Context: an optimization exercise on an open-source flow, tuned for small area, a short achievable clock period and few clock cycles. The choices shown serve that exercise and are no tape-out recipe. Only simulation tests tie the RTL to the original design; equivalence was not proved. No activity file was given, so power comes from the tool's default toggle rates.

Setup of garnet:
Design cpu_top, start of the top module:
module cpu_top (
    input  logic                       clk,
    input  logic                       rst_n,
    input  logic                       run,
    input  logic                       prog_valid,
    input  cpu_pkg::prog_wr_t          prog,
    output logic                       retire_valid,
    output cpu_pkg::retire_t           retire,
    output logic                       awvalid,
    input  logic                       awready,
    output logic [32-1:0] awaddr,
    output logic                       wvalid,
    input  logic                       wready,
    output cpu_pkg::word_t             wdata,
    output logic [1:0]                 wstrb,
    input  logic                       bvalid,
    output logic                       bready
);
Size: ~18000 cells after synthesis, about 8900 flip-flops, ~120 I/O pins, roughly 330000 µm² of cells after synthesis.
export LEC_CHECK = 0
export CAP_MARGIN = 20
export CORE_MARGIN = 2
export CORE_UTILIZATION = 22
export PLACE_DENSITY = 0.35
export SETUP_SLACK_MARGIN = 5
export SLEW_MARGIN = 20
export TNS_END_PERCENT = 5
create_clock -name core_clock -period 10.0 [get_ports {clk}]
standard.sh (not shown) runs the stock make flow with config.mk's settings and CLKGATE_MAP_FILE= SYNTH_SCRIPT=/design/flow/synth_recipe.tcl, a recipe that flattens the netlist after the stock synthesis.
==> flow/flow/run.sh <==
#!/bin/bash
set -euo pipefail
MARGIN=${MARGIN:-7}
sed -E "s/SETUP_SLACK_MARGIN=[-0-9.]+/SETUP_SLACK_MARGIN=${MARGIN}/" standard.sh > standard_margin.sh
grep -q "SETUP_SLACK_MARGIN=${MARGIN}" standard_margin.sh
bash standard_margin.sh > standard_margin.log 2>&1
Per the final summary, garnet finished and its layout is clean on timing, DRC and antenna.
Testbench counts of garnet, summed over its fixed seeds: cycles 20,369.
For harbor, these inputs were changed with respect to garnet:
--- a/flow/config.mk
+++ b/flow/config.mk
@@ -9,6 +9,9 @@
 export CORE_MARGIN = 2
 export CORE_UTILIZATION = 22
+export CTS_BUF_LIST = sky130_fd_sc_hd__clkbuf_8
+export CTS_CLUSTER_DIAMETER = 60
+export CTS_CLUSTER_SIZE = 15
 export PLACE_DENSITY = 0.35
 export SETUP_SLACK_MARGIN = 5
 export SLEW_MARGIN = 20
-export TNS_END_PERCENT = 5
+export TNS_END_PERCENT = 0
==> comparison <==
Count of clock-buffer cells in the layout for harbor is lower than for garnet. Looking at origin of the worst setup path, the u_core.pc_lo[10] result is from garnet; the u_core.pc_lo[7] one comes from harbor. The lower setup slack after layout of garnet and harbor is in harbor. Against garnet, harbor reports a count of buffer and inverter cells on the critical path that is higher. In the flow results for garnet and harbor, the non-clock buffer count is smaller on harbor. Changes observed in harbor relative to garnet: share of total power in combinational logic rose by 0.4 points; met2 routing resource usage after global routing fell by 1.7 points; total wire length fell by 5.7%; count of clock tree sinks stayed essentially flat; power fell by 17%.

---

Starting RTL as in the previous note.
clock: 10.0 ns
lec_check: 0
cap_margin: 20
core_margin: 2
core_utilization: 22
cts_cluster_diameter: 80
cts_cluster_size: 20
place_density: 0.35
setup_slack_margin: 5
slew_margin: 20
tns_end_percent: 5
Scripts as last shown in full above: flow/flow/run.sh
Testbench counts at the start, summed over its fixed seeds: cycles 20,369.
Edit:
==> flow/run.sh (new file) <==
#!/bin/bash
# synth_recipe.tcl (not shown) runs the flow's synth.tcl, then flattens the netlist and writes it again
# the make line also repeats each setting of config.mk as NAME=value (left out here)
make -C /OpenROAD-flow-scripts/flow DESIGN_CONFIG=/design/flow/config.mk WORK_HOME=/design/flow/orfs CLKGATE_MAP_FILE= SYNTH_SCRIPT=/design/flow/synth_recipe.tcl finish
CTS_CLUSTER_DIAMETER = not set   (was 80)
CTS_CLUSTER_SIZE = not set   (was 20)
TNS_END_PERCENT = not set   (was 5)
removed: flow/flow/run.sh
removed: flow/standard.sh
After rerunning:
- die area stays the same
- power stays flat
- worst setup slack gets worse by 0.44 ns
- synthesized cell count stays the same
- clock power rises by 37%
- area after synthesis stays the same
- final cell count is about the same
- non-clock buffer count drops by 738
- clock skew rises by 0.025 ns
- flip-flop and latch count stays the same

---

## main
Starting RTL as in the previous note.
Design cpu_top, start of the top module:
module cpu_top (
    input  logic                       clk,
    input  logic                       rst_n,
    input  logic                       run,
    input  logic                       prog_valid,
    input  cpu_pkg::prog_wr_t          prog,
    output logic                       retire_valid,
    output cpu_pkg::retire_t           retire,
    output logic                       awvalid,
    input  logic                       awready,
    output logic [32-1:0] awaddr,
    output logic                       wvalid,
    input  logic                       wready,
    output cpu_pkg::word_t             wdata,
    output logic [1:0]                 wstrb,
    input  logic                       bvalid,
    output logic                       bready
);
Settings: LEC_CHECK=0, CAP_MARGIN=20, CORE_MARGIN=2, CORE_UTILIZATION=22, CTS_CLUSTER_DIAMETER=80, CTS_CLUSTER_SIZE=20, PLACE_DENSITY=0.35, SETUP_SLACK_MARGIN=5, SLEW_MARGIN=20; clock period 10.0 ns.
run.sh (not shown) runs the stock make flow with config.mk's settings and CLKGATE_MAP_FILE= SYNTH_SCRIPT=/design/flow/synth_recipe.tcl, a recipe that flattens the netlist after the stock synthesis.
Stock flow here: none of the scripts above is used.
Testbench counts of main, summed over its fixed seeds: cycles 20,369.
#### Input delta (the feature branch over main)
==> flow/flow/run.sh (new file) <==
#!/bin/bash
set -euo pipefail
MARGIN=${MARGIN:-7}
sed -E "s/SETUP_SLACK_MARGIN=[-0-9.]+/SETUP_SLACK_MARGIN=${MARGIN}/" standard.sh > standard_margin.sh
grep -q "SETUP_SLACK_MARGIN=${MARGIN}" standard_margin.sh
bash standard_margin.sh > standard_margin.log 2>&1
==> flow/standard.sh (new file) <==
#!/bin/bash
# synth_recipe.tcl (not shown) runs the flow's synth.tcl, then flattens the netlist and writes it again
# the make line also repeats each setting of config.mk as NAME=value (left out here)
make -C /OpenROAD-flow-scripts/flow DESIGN_CONFIG=/design/flow/config.mk WORK_HOME=/design/flow/orfs CLKGATE_MAP_FILE= SYNTH_SCRIPT=/design/flow/synth_recipe.tcl "${@:-finish}"
--- a/flow/config.mk
+++ b/flow/config.mk
@@ -9,7 +9,8 @@
 export CORE_MARGIN = 2
-export CORE_UTILIZATION = 22
+export CORE_UTILIZATION = 30
 export CTS_CLUSTER_DIAMETER = 80
 export CTS_CLUSTER_SIZE = 20
-export PLACE_DENSITY = 0.35
+export PLACE_DENSITY = 0.45
 export SETUP_SLACK_MARGIN = 5
 export SLEW_MARGIN = 20
+export TNS_END_PERCENT = 5
removed: flow/run.sh
### Flow results
The feature branch went all the way through the flow, and no timing, DRC or antenna check failed. Of main and the feature branch, the run reporting the higher worst reg-to-reg path cell count was the feature branch. Per the comparison of the feature branch with main, y dimension of the die now smaller, number of cells on the critical path now larger, clock power share now smaller, global-route wire length before repair now smaller, power now larger. The feature branch against main: post-layout instance area increased by 1.8% relative to the old numbers; maximum frequency increased by 10% relative to the old numbers; final cell count decreased by about 13% relative to the old numbers; required time of the critical path closely matched the old numbers.

==> separate check: timing with driven ports <==
Ports are ideal in the flow. The routed layouts listed here were re-timed in OpenROAD.
Step 1, drivers: a clkbuf_16 drives clk and a buf_2 each remaining input, both assumed.
Step 2 adds t to the input delays and takes it off the output delays; t is the mean of the earliest and latest rising clock arrival at the registers after step 1. Input paths then give back, and output paths get back, about the clock's delay inside the block.
Slacks: no drivers / after step 1 / after step 2; pairs: no drivers / after step 1.
run	shift t [ns]	setup WS [ns]	pins driven straight from the clock port
garnet	1.408	5.345 / 5.345 / 5.345	1
harbor	1.618	5.161 / 5.161 / 5.161	1
the first run of note 2	1.359	5.312 / 5.312 / 5.312	1
the second run of note 2	1.374	4.868 / 4.868 / 4.868	1
main	1.328	4.941 / 4.941 / 4.941	1
the feature branch	1.232	5.417 / 5.417 / 5.417	1
After both steps setup and hold are still met in every run listed.
